Context: an optimization exercise on an open-source flow, tuned for a short achievable clock period and few clock cycles. The choices shown serve that exercise and are no tape-out recipe. In this exercise RTL edits were held to simulation tests only and were not proved equivalent to the original.

==> trial 5: inputs <==
## cache_top
module cache_top (
	input  logic                      clk,
	input  logic                      rst_n,
	input  logic                      cpu_req_valid,
	input  logic                      cpu_req_write,
	input  logic [16-1:0]  cpu_req_addr,
	input  logic [16-1:0]  cpu_req_wdata,
	input  logic [1:0]                cpu_req_byte_en,
	output logic                      cpu_rsp_valid,
	output logic [16-1:0]  cpu_rsp_rdata,
	output logic                      credit,
	output logic                      pmem_req_valid,
	output logic                      pmem_req_write,
	output logic [16-1:0]  pmem_req_addr,
	output logic [(8 * 16)-1:0]  pmem_req_data,
	input  logic                      pmem_rsp_ack,
	input  logic [(8 * 16)-1:0]  pmem_rsp_data
);
clock: 7.0 ns
lec_check: 0
abc_clock_period_in_ps: 2500
cap_margin: 20
core_margin: 2
core_utilization: 45
cts_cluster_diameter: 150
cts_cluster_size: 40
setup_slack_margin: 4.2
slew_margin: 20
run.sh (not shown) runs the stock make flow with config.mk's settings and CLKGATE_MAP_FILE= SYNTH_SCRIPT=/design/flow/synth_recipe.tcl, a recipe that flattens the netlist after the stock synthesis.
==> trial 28 (differences from trial 5) <==
--- a/flow/design.v
+++ b/flow/design.v
@@ -109,21 +109,19 @@
 			                          : (valid_q[0][s] && dirty_q[0][s]);
 			vic_line[s]  = vic_way[s] ? data_q[1][s] : data_q[0][s];
 			vic_tag[s]   = vic_way[s] ? tag_q[1][s] : tag_q[0][s];
 		end
 	end
 	logic [TW-1:0] in_tag;
 	logic [2:0]    in_idx;
 	logic [2:0]    in_off;
-	logic          idle;
 	logic [NS-1:0] in_sel [2];      
 	logic          in_hit0, in_hit1, in_hit;
 	logic [15:0]   in_word;
-	assign idle   = state_q == S_IDLE;
 	assign in_tag = cpu_req_addr[15:7];
 	assign in_idx = cpu_req_addr[6:4];
 	assign in_off = cpu_req_addr[3:1];
 	always_comb begin
 		in_word = '0;
 		for (int w = 0; w < 2; w++) begin
 			for (int s = 0; s < NS; s++) begin
 				in_sel[w][s] = valid_q[w][s] && (tag_q[w][s] == in_tag) && (in_idx == 3'(s));
@@ -175,67 +173,61 @@
 				end
 				S_COMMIT: begin
 					state_q <= S_IDLE;
 				end
 				default: state_q <= S_IDLE;
 			endcase
 		end
 	end
-	logic wb_open;
-	assign wb_open = state_q == S_WB && !pmem_rsp_ack;
 	always_ff @(posedge clk) begin
-		rdata_q <= (state_q == S_FILL) ? pmem_rsp_data[r_off*16 +: 16] : in_word;
-		pd_q    <= idle ? vic_line[in_idx] : vic_line[r_idx];
-		if (idle) begin
-			req_write_q <= cpu_req_write;
-			req_addr_q  <= cpu_req_addr;
-			req_wdata_q <= cpu_req_wdata;
-			req_be_q    <= cpu_req_byte_en;
-			way_q       <= in_hit ? in_hit1 : vic_way[in_idx];
-			pw_q        <= vic_dirty[in_idx];
-			pa_q        <= vic_dirty[in_idx] ? {vic_tag[in_idx], in_idx} : cpu_req_addr[15:4];
-		end else begin
-			pw_q        <= wb_open;
-			pa_q        <= wb_open ? {vic_tag[r_idx], r_idx} : req_addr_q[15:4];
-		end
+		case (state_q)
+			S_IDLE: begin
+				req_write_q <= cpu_req_write;
+				req_addr_q  <= cpu_req_addr;
+				req_wdata_q <= cpu_req_wdata;
+				req_be_q    <= cpu_req_byte_en;
+				rdata_q     <= in_word;
+				way_q       <= in_hit ? in_hit1 : vic_way[in_idx];
+				pw_q        <= vic_dirty[in_idx];
+				pa_q        <= vic_dirty[in_idx] ? {vic_tag[in_idx], in_idx} : cpu_req_addr[15:4];
+				pd_q        <= vic_line[in_idx];
+			end
+			S_WB: begin
+				if (pmem_rsp_ack) begin
+					pw_q <= 1'b0;
+					pa_q <= req_addr_q[15:4];
+				end
+			end
+			S_FILL: begin
+				if (pmem_rsp_ack) rdata_q <= pmem_rsp_data[r_off*16 +: 16];
+			end
+			default: ;
+		endcase
 	end
 	logic [NS-1:0] sel [2];
 	logic [15:0]   wr_byte;         
 	for (genvar w = 0; w < 2; w++) begin : g_sel
 		for (genvar s = 0; s < NS; s++) begin : g_set
 			assign sel[w][s] = (way_q == w[0]) && (r_idx == s[2:0]);
 		end
 	end
 	for (genvar k = 0; k < 16; k++) begin : g_byte
 		assign wr_byte[k] = req_write_q && req_be_q[k % 2] && (r_off == 3'(k / 2));
 	end
 	logic fill_we;
 	assign fill_we = state_q == S_FILL && pmem_rsp_ack;
-	logic [NS-1:0] csel_q [2];
-	always_ff @(posedge clk or negedge rst_n) begin
-		if (!rst_n) begin
-			csel_q[0] <= '0;
-			csel_q[1] <= '0;
-		end else begin
-			for (int w = 0; w < 2; w++) begin
-				for (int s = 0; s < NS; s++) begin
-					csel_q[w][s] <= (idle && cpu_req_valid && in_sel[w][s]) || (fill_we && sel[w][s]);
-				end
-			end
-		end
-	end
 	always_ff @(posedge clk) begin
 		for (int w = 0; w < 2; w++) begin
 			for (int s = 0; s < NS; s++) begin
 				if (fill_we && sel[w][s]) begin
 					data_q[w][s] <= pmem_rsp_data;
 					tag_q[w][s]  <= r_tag;
 				end
-				if (csel_q[w][s]) begin
+				if (state_q == S_COMMIT && sel[w][s]) begin
 					for (int k = 0; k < 16; k++) begin
 						if (wr_byte[k]) data_q[w][s][k*8 +: 8] <= req_wdata_q[(k % 2)*8 +: 8];
 					end
 				end
 			end
 		end
 	end
 	always_ff @(posedge clk or negedge rst_n) begin
@@ -246,17 +238,17 @@
 			dirty_q[1] <= '0;
 		end else begin
 			for (int w = 0; w < 2; w++) begin
 				for (int s = 0; s < NS; s++) begin
 					if (fill_we && sel[w][s]) begin
 						valid_q[w][s] <= 1'b1;
 						dirty_q[w][s] <= 1'b0;
 					end
-					if (csel_q[w][s] && req_write_q) dirty_q[w][s] <= 1'b1;
+					if (state_q == S_COMMIT && sel[w][s] && req_write_q) dirty_q[w][s] <= 1'b1;
 				end
 			end
 		end
 	end
 	always_ff @(posedge clk or negedge rst_n) begin
 		if (!rst_n) begin
 			lru_q <= '0;
 		end else if (state_q == S_COMMIT) begin
CORE_UTILIZATION = 40   (was 45)
CTS_CLUSTER_DIAMETER = unset   (was 150)
CTS_CLUSTER_SIZE = unset   (was 40)
==> load_flow_metrics.sql <==
INSERT INTO impl_metrics (metric_group, metric, value, unit) VALUES
('clock_tree', 'clock-sinks', '2428', ''),
('global_routing', 'overflow', '0', ''),
('yosys', 'synth_area', '133000', 'sq um'),
('yosys', 'post_synth_fa_ha_maj_area_fraction', '0.0942', '%'),
('floorplan', 'start_util', '40.2', '%'),
('yosys', 'postSynthCellCount', '13762', ''),
('yosys', 'synth_cell_type_count', '64', ''),
('yosys', 'ys_seq_elements', '2428', ''),
('run_status', 'result_of_the_run', 'timing/DRC/antenna clean', ''),
('placed_design', 'placement.setup.worst_slack', '1.66', 'ns');
# the run above: trial 28

==> load_flow_metrics.sql <==
INSERT INTO impl_metrics (metric_group, metric, value, unit) VALUES
('yosys', 'synth_area', '141000', 'sq um'),
('yosys', 'yosys.cell_count.top_type', 'sky130_fd_sc_hd__nand2_1', ''),
('yosys', 'postSynthAreaPerCell', '8.25', 'sq um'),
('yosys', 'postSynthCellCount', '17145', ''),
('run_status', 'toolErrorMsg', '[ERROR GRT-0232] Routing congestion too high. Check the congestion heatmap in the GUI.', ''),
('global_routing', 'grt.busiest_layer', 'met2', ''),
('run_status', 'result_of_the_run', 'stopped before the end', ''),
('yosys', 'largest_family_of_logic_cells_by_synthesized_area', 'multiplexers', ''),
('floorplan', 'design.portCount', '331', ''),
('run_status', 'failing_step', '5_1_grt', ''),
('yosys', 'synth_cell_type_count', '81', ''),
('placed_design', 'placement.setup.worst_slack', '1.54', 'ns'),
('global_routing', 'overflow', '10', ''),
('yosys', 'post_synth_fa_ha_maj_area_fraction', '0.0973', '%'),
('yosys', 'ys_seq_elements', '2444', ''),
('floorplan', 'start_util', '45.3', '%');
# the run above: trial 5

Testbench counts of trial 5, summed over its fixed seeds: cycles 79,926.
Testbench counts of trial 28, summed over its fixed seeds: cycles 79,926.

==> port drivers added, routing unchanged <==
The results above use ideal ports. As a check the final layout listed here was re-extracted and re-timed, cells and wires unchanged. Step 1 assumes that a clkbuf_16 drives the clock port and a buf_2 every other input. Step 2 also shifts input and output timing later by t, the mid clock arrival at the registers, as if the neighbouring blocks saw the same clock. Slacks: ideal ports / drivers / drivers and shift; pairs: ideal ports / drivers.
run: trial 28
t (ns): 0.986
setup slack, ns: 3.781 / 3.541 / 2.555
hold slack, ns: 0.497 / 0.497 / 0.497
worst setup path after step 2: input to register
cell pins on the clock port's net: 1
After both steps setup and hold are still met in trial 28. For trial 28, drivers alone change the setup slack by -0.240 ns; drivers and shift together by -1.226 ns.
